This design comes from an exercise in tuning for small area on the open sky130 flow, not from production work. The RTL was checked by simulation tests, not by an equivalence proof against the original design. Power figures rest on the tool's default switching activity, not on a simulated workload.

$ cat design.v
module reg_file_sb #(
    parameter int XLEN   = 32,
    parameter int NREGS  = 32,
    parameter int NRD    = 2,
    parameter int BYPASS = 1,
    localparam int AW    = $clog2(NREGS)
) (
    input  logic                clock,
    input  logic                reset,
    input  logic                WR_EN,
    input  logic                SET,
    input  logic                RESET,
    input  logic [AW-1:0]       write_select,
    input  logic [XLEN-1:0]     data_in,
    input  logic [NRD*AW-1:0]   rd_select,
    output logic [NRD*XLEN-1:0] rd_data,
    output logic [NRD-1:0]      rd_busy,
    input  logic                alloc_valid,
    input  logic [AW-1:0]       alloc_sel,
    output logic                alloc_ready,
    output logic [AW:0]         busy_count
);
    logic [XLEN-1:0] regs [NREGS];
    logic [NREGS-1:0] busy;
    logic [NREGS-1:0] busy_next;
    logic             commit;
    logic [XLEN-1:0]  commit_val;
    logic             alloc_acc;
    logic             count_inc;
    logic             count_dec;
    assign commit = (WR_EN || RESET || SET) && (write_select != '0) && !reset;
    always_comb begin
        commit_val = '0;
        if (WR_EN) begin
            commit_val = data_in;
        end else if (RESET) begin
            commit_val = '0;
        end else begin
            commit_val = XLEN'(1);
        end
    end
    assign alloc_ready = (alloc_sel == '0) || !busy[alloc_sel]
                       || (commit && (write_select == alloc_sel));
    assign alloc_acc   = alloc_valid && alloc_ready && (alloc_sel != '0);
    always_comb begin
        busy_next = busy;
        if (commit) begin
            busy_next[write_select] = 1'b0;
        end
        if (alloc_acc) begin
            busy_next[alloc_sel] = 1'b1;
        end
        busy_next[0] = 1'b0;
    end
    always_comb begin
        count_inc = alloc_acc && !busy[alloc_sel];
        count_dec = commit && busy[write_select]
                  && !(alloc_acc && (alloc_sel == write_select));
    end
    always_ff @(posedge clock or posedge reset) begin
        if (reset) begin
            for (int i = 0; i < NREGS; i++) begin
                regs[i] <= '0;
            end
        end else if (commit) begin
            regs[write_select] <= commit_val;
        end
    end
    always_ff @(posedge clock or posedge reset) begin
        if (reset) begin
            busy       <= '0;
            busy_count <= '0;
        end else begin
            busy       <= busy_next;
            busy_count <= busy_count + {{AW{1'b0}}, count_inc} - {{AW{1'b0}}, count_dec};
        end
    end
    for (genvar i = 0; i < NRD; i++) begin : g_rd
        logic [AW-1:0] sel;
        logic          hit;
        logic          same_alloc;
        assign sel        = rd_select[i*AW +: AW];
        assign hit        = (BYPASS != 0) && commit && (write_select == sel);
        assign same_alloc = alloc_acc && (alloc_sel == sel);
        assign rd_data[i*XLEN +: XLEN] = hit ? commit_val : regs[sel];
        assign rd_busy[i]              = busy[sel] && !(hit && !same_alloc);
    end
endmodule
$ cat constraint.sdc
create_clock -name core_clock -period 10.0 [get_ports {clock}]
set_input_delay 2.0000 -clock core_clock [delete_from_list [all_inputs] [get_ports {clock}]]
set_output_delay 2.0000 -clock core_clock [all_outputs]
set_load 0.01 [all_outputs]
$ cat run.sh
#!/bin/bash
# synth_recipe.tcl (not shown) runs the flow's synth.tcl, then flattens the netlist and writes it again
# the make line also repeats each setting of config.mk as NAME=value (left out here)
make -C /OpenROAD-flow-scripts/flow DESIGN_CONFIG=/design/flow/config.mk WORK_HOME=/design/flow/orfs CLKGATE_MAP_FILE= SYNTH_SCRIPT=/design/flow/synth_recipe.tcl finish
$ cat config.mk
export PLATFORM = sky130hd
export DESIGN_NAME = reg_file_sb
export DESIGN_NICKNAME = reg_file_sb
export VERILOG_FILES = /design/flow/design.v
export SDC_FILE = /design/flow/constraint.sdc
export NUM_CORES = 4
export LEC_CHECK = 0
export CAP_MARGIN = 20
export CORE_MARGIN = 2
export CORE_UTILIZATION = 30
export PLACE_DENSITY = 0.4
export SLEW_MARGIN = 20
==> impl_summary.log <==
INFO  metric most_common_cell_after_layout_fill_and_taps_aside = sky130_fd_sc_hd__o21ai_0
INFO  metric io_buffer_count = 130
INFO  metric worstSkewPairLatency = 810 ps
INFO  metric postRouteWirelength = 347,000 µm
INFO  metric post_synth_main_area_contributors = sky130_fd_sc_hd__dfrtp_1 (50%), sky130_fd_sc_hd__o21ai_0 (10%), sky130_fd_sc_hd__a22oi_1 (9.0%), sky130_fd_sc_hd__nand2_1 (7.6%), sky130_fd_sc_hd__clkbuf_1 (4.2%)
INFO  metric slowest_stage_cell_on_the_critical_path = sky130_fd_sc_hd__nand4_1
INFO  metric timing.final.setup_violations = 0
INFO  metric first_pass_grt_wire_length = 465,000 µm
INFO  metric max_stage_delay = 820 ps
INFO  metric synth_flop_cell = sky130_fd_sc_hd__dfrtp_1
INFO  metric place_ws = 1470 ps
INFO  metric number_of_storage_elements_in_the_synthesis_netlist = 1,061
INFO  metric clock_tree.buffer_depth = 3
INFO  metric core_area = 176,000 µm²
INFO  metric worst_slack = 1350 ps
INFO  metric synth_top_area_frac = 0.497
INFO  metric first_global_vias = 50,500
INFO  metric rows = 154
INFO  metric holdPathStages = 0
INFO  metric synth_top_family_by_area = compound AO/OA/AOI/OAI gates
INFO  metric synth_cell_types = 77
INFO  metric critical-path-top-delay-family = buffers and inverters
INFO  metric gpl.final_weighted_congestion = 0.965
INFO  metric setup-tns-final = 0 ps
INFO  metric final_layout_size_suffix_gt1_frac = 0.106
INFO  metric yosysWarningCount = 2
INFO  metric post-cts-setup-buffers = 0
INFO  metric synth_nets = 6,063
INFO  metric cts_hold_buf = 0
INFO  metric dpl_cell_area = 57,700 µm²
INFO  metric maxSlewViolCount = 0
INFO  metric worstSetupEndpointType = output port
INFO  metric tritoncts = yes
INFO  metric path_buf_inv = 4
INFO  metric antenna_found_initial = 46
INFO  metric synth.avg_cell_area = 8.92 µm²
INFO  metric final_cycle_share = 0.865
INFO  metric mostFrequentLayoutCells = sky130_fd_sc_hd__o21ai_0 (1,118), sky130_fd_sc_hd__nand2_1 (1,072), sky130_fd_sc_hd__dfrtp_1 (1,061), sky130_fd_sc_hd__a22oi_1 (642), sky130_fd_sc_hd__and3_1 (336)
INFO  metric die_area = 181,000 µm²
INFO  metric detail_route.vias_per_cell = 6.57
INFO  metric post_synth_mux_area_share = 0.0174
INFO  metric post_cts_resize_count = 0
INFO  metric synth_seq_area_share = 0.497
INFO  metric synth_adder_area_share = 0.00412
INFO  metric worst_margin_pin_slew = 1360 ps
INFO  metric areaGrowthSynthToFinish = 16.5%
INFO  metric crit_fanout = 16
INFO  metric stdcell_area = 62,200 µm²
INFO  metric cp_data_arrival_time = 6650 ps
INFO  metric cellLeakagePower = 0.0271 µW
INFO  metric vias = 54,600
INFO  metric synth_xor_xnor_area_share = 0.00558
INFO  metric grt-ovfl-total = 0
INFO  metric top_level_ports = 131
INFO  metric postSynthCellCount = 5,988
INFO  metric maxcap_violations = 0
INFO  metric clock_buffers_created_by_tritoncts = 135
INFO  metric die_x = 426 µm
INFO  metric run_status = timing/DRC/antenna clean
INFO  metric drc_errors = 0
INFO  metric groute.usage.overall = 0.376
INFO  metric min-delay-path-class = reg -> reg
INFO  metric antenna_left = 0
INFO  metric critical_path_cell_count = 11
INFO  metric first_iter_violations = 9,314
INFO  metric synth_simple_gate_area_frac = 0.183
INFO  metric min_tclk_post_route = 8650 ps
INFO  metric fmaxAchievable = 116 MHz
INFO  metric netlist_area = 53,400 µm²
INFO  metric synth_compound_area_frac = 0.245
INFO  metric hold_viol = 0
INFO  metric relSlewSlack = 0.0903
INFO  metric worstPathRequired = 8000 ps
INFO  metric skew = 18.8 ps
INFO  metric critical_path.cell_chain = clkdlybuf4s50_1, buf_4, inv_1, ha_1, and2_1, ha_1, nor3_2, nand4_1, o21a_1, a21oi_1, clkdlybuf4s50_1
INFO  metric timing_worst_setup_path_type = in -> out
INFO  metric total_clock_sinks = 1,061
INFO  metric r2r.worst_path.cells = 12
INFO  metric hpwl = 213,000 µm
INFO  metric share_of_synthesized_registers_carrying_an_async_set_or_reset = 1.00
INFO  metric finalNetCount = 5,925
INFO  metric htree_levels = 4
INFO  metric setup_repair_after_global_routing_missed_its_margin = no
INFO  metric drt_first_pass_iters = 8
INFO  metric crit_path_start_kind = primary input
INFO  metric vdd_drop_max = 0.149 mV
INFO  metric clock-root-buffer = sky130_fd_sc_hd__clkbuf_16
INFO  metric average_wire_length_per_cell_after_detail_routing = 41.8 µm
INFO  metric pin_count_of_the_biggest_net_entering_global_routing = 153
INFO  metric synth_enable_flop_cells = 0
INFO  metric die_height = 426 µm
INFO  metric yosys.area.top_type = sky130_fd_sc_hd__dfrtp_1
INFO  metric initial_utilization = 0.303
INFO  metric worst_setup_hold_path_clk_slew = 50 ps
INFO  metric power_density = 193 nW/µm²
-- cell families after synthesis --
family | after synthesis
AO/OA/AOI/OAI | 2113
buffers and inverters | 666
flip-flops | 1061
XOR/XNOR | 34
adder cells (fa/ha/maj) | 17
AND/OR/NAND/NOR | 2035
multiplexers | 62
-- Yosys cell counts (15+ instances only) --
cell                        count
sky130_fd_sc_hd__o21ai_0     1118
sky130_fd_sc_hd__nand2_1     1085
sky130_fd_sc_hd__dfrtp_1     1061
sky130_fd_sc_hd__a22oi_1      642
sky130_fd_sc_hd__clkbuf_1     603
sky130_fd_sc_hd__and3_1       337
sky130_fd_sc_hd__nand3_1      175
sky130_fd_sc_hd__nand4_1      154
sky130_fd_sc_hd__a2111oi_0    114
sky130_fd_sc_hd__o22ai_1       62
sky130_fd_sc_hd__nor4_1        59
sky130_fd_sc_hd__nor2_1        57
sky130_fd_sc_hd__a21oi_1       56
sky130_fd_sc_hd__and2_1        31
sky130_fd_sc_hd__nor3_1        31
sky130_fd_sc_hd__mux2i_1       28
sky130_fd_sc_hd__buf_1         26
sky130_fd_sc_hd__inv_1         24
sky130_fd_sc_hd__mux4_2        21
sky130_fd_sc_hd__xor2_1        18
sky130_fd_sc_hd__a221oi_1      17
sky130_fd_sc_hd__ha_1          16
sky130_fd_sc_hd__xnor2_1       16
sky130_fd_sc_hd__a222oi_1      15
sky130_fd_sc_hd__or3_1         15
-- worst paths after layout --
kind | from | end | slack [ps]
setup / recovery | write_select[0] | rd_data[17] | 1350
setup reg to reg | busy[14]$_DFF_PP0_ | busy_count[4]$_DFF_PP0_ | 6560
min in group asynchronous | reset | busy[2]$_DFF_PP0_ | 1840
max in group asynchronous | reset | regs[6][16]$_DFFE_PP0P_ | 6620
hold / removal | regs[0][13]$_DFFE_PP0P_ | regs[0][13]$_DFFE_PP0P_ | 390
hold reg to reg | regs[0][13]$_DFFE_PP0P_ | regs[0][13]$_DFFE_PP0P_ | 390
-- power by group --
group | leakage [µW] | internal [µW] | total [µW] | switching [µW]
registers | 0.0143 | 4820 | 5440 | 623
clock network | 0.00216 | 2870 | 4970 | 2110
logic | 0.0106 | 565 | 1600 | 1040
-- flip-flops by register name (all words and copies together) (netlist names) --
| signal | count |
|---|---|
| regs | 1024 |
| busy | 31 |
| busy_count | 6 |
-- per-stage QoR --
step / cells / total power (µW) / util / hold WS, ps
2_1_floorplan: 5988 / 6130 / - / 440
6_report: 8313 / 12000 / 0.352 / 386
3_5_place_dp: 8051 / 7040 / 0.327 / 380
5_1_grt: 8291 / 12400 / 0.352 / 401
3_3_place_gp: 8047 / 7020 / 0.326 / 376
4_1_cts: 8286 / 12000 / 0.352 / 392
-- per-layer routing --
metal  GRT usage  share of wire
met2       0.539           0.42
met1       0.507           0.40
met3      0.0905           0.11
met5           0        0.00038
met4       0.236          0.073
-- final cells by class --
cell class | count | area, µm²
Clock buffer | 187 | 3920
Fill cell | 18400 | 114000
Sequential cell | 1061 | 26600
Timing Repair Buffer | 367 | 3250
Multi-Input combinational cell | 4261 | 25000
Clock inverter | 48 | 443
Antenna cell | 25 | 62.6
Tap cell | 2340 | 2930
Inverter | 24 | 93.8

port drivers added, routing unchanged:
How much do the figures lean on ideal ports? The routed layout below was timed once more, with nothing changed but the port constraints. Step 1 assumes that a clkbuf_16 drives the clock port and a buf_2 every other input. Step 2 adds t to the input delays and takes it off the output delays; t is the mean of the earliest and latest rising clock arrival at the registers after step 1. Input paths then give back, and output paths get back, about the clock's delay inside the block. Slacks: ideal / step 1 / step 2; pairs: ideal / step 1.
shift t [ns]: 0.900
setup WS [ns]: 1.348 / 1.304 / 1.304
worst slew at a driven data input, ns: 0.16
cell pins on the clock port's net: 1
After both steps setup and hold are still met in this run. For this run, drivers alone change the setup slack by -0.044 ns; drivers and shift together by -0.044 ns.
